Context: an optimization exercise on an open-source flow, tuned for small area, a short achievable clock period and few clock cycles per item. The choices shown serve that exercise and are no tape-out recipe.
Only simulation tests tie the RTL to the original design; equivalence was not proved.
Power figures rest on the tool's default switching activity, not on a simulated workload.

v30:
// adjacency_matrix_dfs
module adjacency_matrix_dfs (
  input  logic        clk,
  input  logic        rst_n,
  input  logic        start,
  output logic        busy,
  input  logic [49:0] in_word,
  output logic        out_valid,
  output logic [18:0] out_word
);
  localparam int N = 16;
  localparam logic [1:0] REQ_ADD_VERTEX = 2'd0;
  localparam logic [1:0] REQ_ADD_EDGE = 2'd1;
  localparam logic [1:0] REQ_WALK = 2'd2;
  localparam logic [1:0] ST_OK = 2'd0;
  localparam logic [1:0] ST_FULL = 2'd1;
  localparam logic [1:0] ST_EXISTS = 2'd2;
  localparam logic [1:0] ST_NOT_FOUND = 2'd3;
  logic [15:0] labels_r [N];
  logic [N-1:0] used_r;           
  logic [N-1:0] dup_r;            
  logic [N-1:0] adj_r [N];        
  logic [1:0] r_type;
  logic [15:0] r_a, r_b;
  logic r_wnz;
  logic r_v;
  logic s_v;
  logic [1:0] s_type;
  logic s_full;                   
  logic s_wnz;
  logic [N-1:0] s_sa, s_sb;
  logic walk_r;                   
  logic idle_r;                   
  logic [N-1:0] vis_r;            
  logic [N-1:0] front_r;          
  logic [N-1:0] pri_r [N];        
  logic s_adv, r_adv, x_go;
  assign s_adv = !s_v || !walk_r;
  assign r_adv = !r_v || s_adv;
  assign x_go = s_v && !walk_r;
  logic [N-1:0] la, lb;
  always_comb begin
    for (int i = 0; i < N; i++) begin
      la[i] = used_r[i] && !dup_r[i] && labels_r[i] == r_a;
  ...
Size in the first run: ~3,600 cells after synthesis, ~74 I/O pins.
Settings: LEC_CHECK=0, CAP_MARGIN=20, CORE_MARGIN=2, CORE_UTILIZATION=55, CTS_BUF_LIST=sky130_fd_sc_hd__clkbuf_16, CTS_CLUSTER_DIAMETER=60, CTS_CLUSTER_SIZE=24, SLEW_MARGIN=20; clock period 10.0 ns.
standard.sh (not shown) runs the stock make flow with config.mk's settings and CLKGATE_MAP_FILE= SYNTH_SCRIPT=/design/flow/synth_recipe.tcl, a recipe that flattens the netlist after the stock synthesis.
==> flow/flow/run.sh <==
#!/bin/bash
set -euo pipefail
bash standard.sh SETUP_SLACK_MARGIN=6.8 \
  "BUFFER_PORTS_ARGS=-buffer_cell sky130_fd_sc_hd__buf_4" \
  "CTS_ARGS=-sink_clustering_enable -repair_clock_nets -sink_clustering_size 24 -sink_clustering_max_diameter 60 -buf_list sky130_fd_sc_hd__clkbuf_16 -dont_use_dummy_load" \
  finish > make.log 2>&1
Testbench counts of v30, summed over its fixed seeds: cycles 6,324, items 1,600.
Here is what was changed in the inputs of v4 compared with v30.
-- flow/config.mk --
<<< v30, line 9
export CORE_MARGIN = 2
export CORE_UTILIZATION = 55
export CTS_BUF_LIST = sky130_fd_sc_hd__clkbuf_16
>>> v4, line 9
export CORE_MARGIN = 2
export CORE_UTILIZATION = 60
export CTS_BUF_LIST = sky130_fd_sc_hd__clkbuf_16
==> comparison <==
- ~same design area in v30 and v4
- Compared with v30, v4 shows a lower wire length the detailed router placed on met1.
- v4 vs v30, slowest library cell on the worst path: nor3_1 vs o2111a_2
- Worst slack after detailed placement, v30 and v4, lower one = v4.
- Comparing v30 and v4, the lower period utilization was measured on v30.
- v30 → v4: setup slack decreased by 0.088 ns relative to the old numbers, core utilization increased by 5.7 points relative to the old numbers.
Edits applied to the flow inputs when going from v4 to v40:
==> flow/flow/run.sh <==
#!/bin/bash
set -euo pipefail
bash standard.sh SETUP_SLACK_MARGIN=6.8 \
  "BUFFER_PORTS_ARGS=-buffer_cell sky130_fd_sc_hd__buf_4" \
  "CTS_ARGS=-sink_clustering_enable -repair_clock_nets -sink_clustering_size 24 -sink_clustering_max_diameter 80 -buf_list sky130_fd_sc_hd__clkbuf_16 -dont_use_dummy_load" \
  finish > make.log 2>&1
-- flow/config.mk --
<<< v4, line 9
export CORE_MARGIN = 2
export CORE_UTILIZATION = 60
export CTS_BUF_LIST = sky130_fd_sc_hd__clkbuf_16
>>> v40, line 9
export CORE_MARGIN = 2
export CORE_UTILIZATION = 55
export CTS_BUF_LIST = sky130_fd_sc_hd__clkbuf_16
### Flow results
[compare] base=v4 new=v40: first-pass iteration count of the detailed router down 1, multi-input logic area down about 0.8%, number of clock buffers in the layout down 8, number of standard cells in the layout, taps in and fillers out up 58.
The following lists how v45 was set up differently from v40:
-- flow/flow/run.sh --
<<< v40, line 2
set -euo pipefail
bash standard.sh SETUP_SLACK_MARGIN=6.8 \
  "BUFFER_PORTS_ARGS=-buffer_cell sky130_fd_sc_hd__buf_4" \
>>> v45, line 2
set -euo pipefail
bash standard.sh SETUP_SLACK_MARGIN=7.0 \
  "BUFFER_PORTS_ARGS=-buffer_cell sky130_fd_sc_hd__buf_4" \
Notes after the runs:
Every stage of the flow completed for v45, and the final layout passed the timing, DRC and antenna checks.
The final net count of v45 exceeds that of v40 by 91.
v45 vs v40 — count of cell instances traversed by the critical path rose 4.
Number of buffers added by the clock tree synthesis step for v45 is higher than for v40.
Against v40, area of all placed cells without fillers in v45 rose by a few percent.
Comparing the two runs side by side, v45 comes out behind v40 on total power.
Looking at setup slack, v45 sits 0.20 ns higher than v40 does.
Of v45 and v40, it is v45 that has the higher number of gates given a new drive strength after cts.
v45 vs. v40: area after synthesis stayed essentially flat, area occupied by registers stayed essentially flat.

* * *

rev 12:
Another version of the RTL of adjacency_matrix_dfs (not shown whole).
Size: ~790 flip-flops, ~35000 sq um of cells after synthesis.
==> flow/config.mk <==
export PLATFORM = sky130hd
export DESIGN_NAME = adjacency_matrix_dfs
export DESIGN_NICKNAME = adjacency_matrix_dfs
export VERILOG_FILES = /design/flow/design.v
export SDC_FILE = /design/flow/constraint.sdc
export NUM_CORES = 4
export LEC_CHECK = 0
export CAP_MARGIN = 20
export CORE_MARGIN = 2
export CORE_UTILIZATION = 55
export CTS_BUF_LIST = sky130_fd_sc_hd__clkbuf_16
export CTS_CLUSTER_DIAMETER = 60
export CTS_CLUSTER_SIZE = 24
export SLEW_MARGIN = 20
==> flow/constraint.sdc <==
create_clock -name core_clock -period 10.0 [get_ports {clk}]
set_input_delay 2.0000 -clock core_clock [delete_from_list [all_inputs] [get_ports {clk}]]
set_output_delay 2.0000 -clock core_clock [all_outputs]
set_load 0.01 [all_outputs]
==> flow/flow/run.sh <==
#!/bin/bash
set -euo pipefail
bash standard.sh SETUP_SLACK_MARGIN=6.8 \
  "BUFFER_PORTS_ARGS=-buffer_cell sky130_fd_sc_hd__buf_4" \
  "CTS_ARGS=-sink_clustering_enable -repair_clock_nets -sink_clustering_size 24 -sink_clustering_max_diameter 80 -buf_list sky130_fd_sc_hd__clkbuf_16 -dont_use_dummy_load" \
  finish > make.log 2>&1
Testbench counts of rev 12, summed over its fixed seeds: cycles 6,316, items 1,600.
For rev 13, these inputs were changed with respect to rev 12:
==> flow/flow/run.sh <==
#!/bin/bash
set -euo pipefail
bash standard.sh SETUP_SLACK_MARGIN=6.8 \
  "BUFFER_PORTS_ARGS=-buffer_cell sky130_fd_sc_hd__buf_4" \
  "CTS_ARGS=-sink_clustering_enable -repair_clock_nets -sink_clustering_size 24 -sink_clustering_max_diameter 60 -buf_list sky130_fd_sc_hd__clkbuf_16 -dont_use_dummy_load" \
  finish > make.log 2>&1
Both conditions hold for rev 13: the flow ran to the end and the final layout passed the timing, DRC and antenna checks.
Clock skew: rev 13 vs rev 12 up 0.022 ns
Est. power | rev 13 vs rev 12 | rev 13 higher
Rev 13 vs rev 12: number of clock buffers in the layout up
Between rev 12 and rev 13, the logic depth of the worst register-to-register path is lower for rev 12.
For wire length, rev 13 and rev 12 come out practically identical.

==> separate check: timing with driven ports <==
Ports are ideal in the flow. The routed layouts listed here were re-timed in OpenROAD.
Step 1 assumes that a clkbuf_16 drives the clock port and a buf_2 every other input.
Step 2 moves the port delays by t, midway between the first and last clock arrival at a register: inputs arrive t later, outputs are due t later. That takes back most of the time a late clock gives input paths.
a / b / c = no drivers / after step 1 / after step 2; a / b = the first two.
| run | t (ns) | slack for setup (ns) | hold slack, ns |
|---|---|---|---|
| v30 | 0.735 | 6.741 / 6.741 / 6.741 | 0.441 / 0.441 / 0.441 |
| v4 | 0.714 | 6.652 / 6.652 / 6.537 | 0.416 / 0.416 / 0.416 |
| v40 | 0.704 | 6.642 / 6.642 / 6.642 | 0.442 / 0.442 / 0.442 |
| v45 | 0.690 | 6.843 / 6.843 / 6.686 | 0.332 / 0.332 / 0.332 |
| rev 12 | 0.688 | 6.614 / 6.614 / 6.614 | 0.474 / 0.474 / 0.474 |
| rev 13 | 0.714 | 6.554 / 6.554 / 6.554 | 0.467 / 0.467 / 0.467 |
After both steps setup and hold are still met in every run listed. For v45, which loses most, drivers alone change the setup slack by 0.000 ns; drivers and shift together by -0.157 ns.
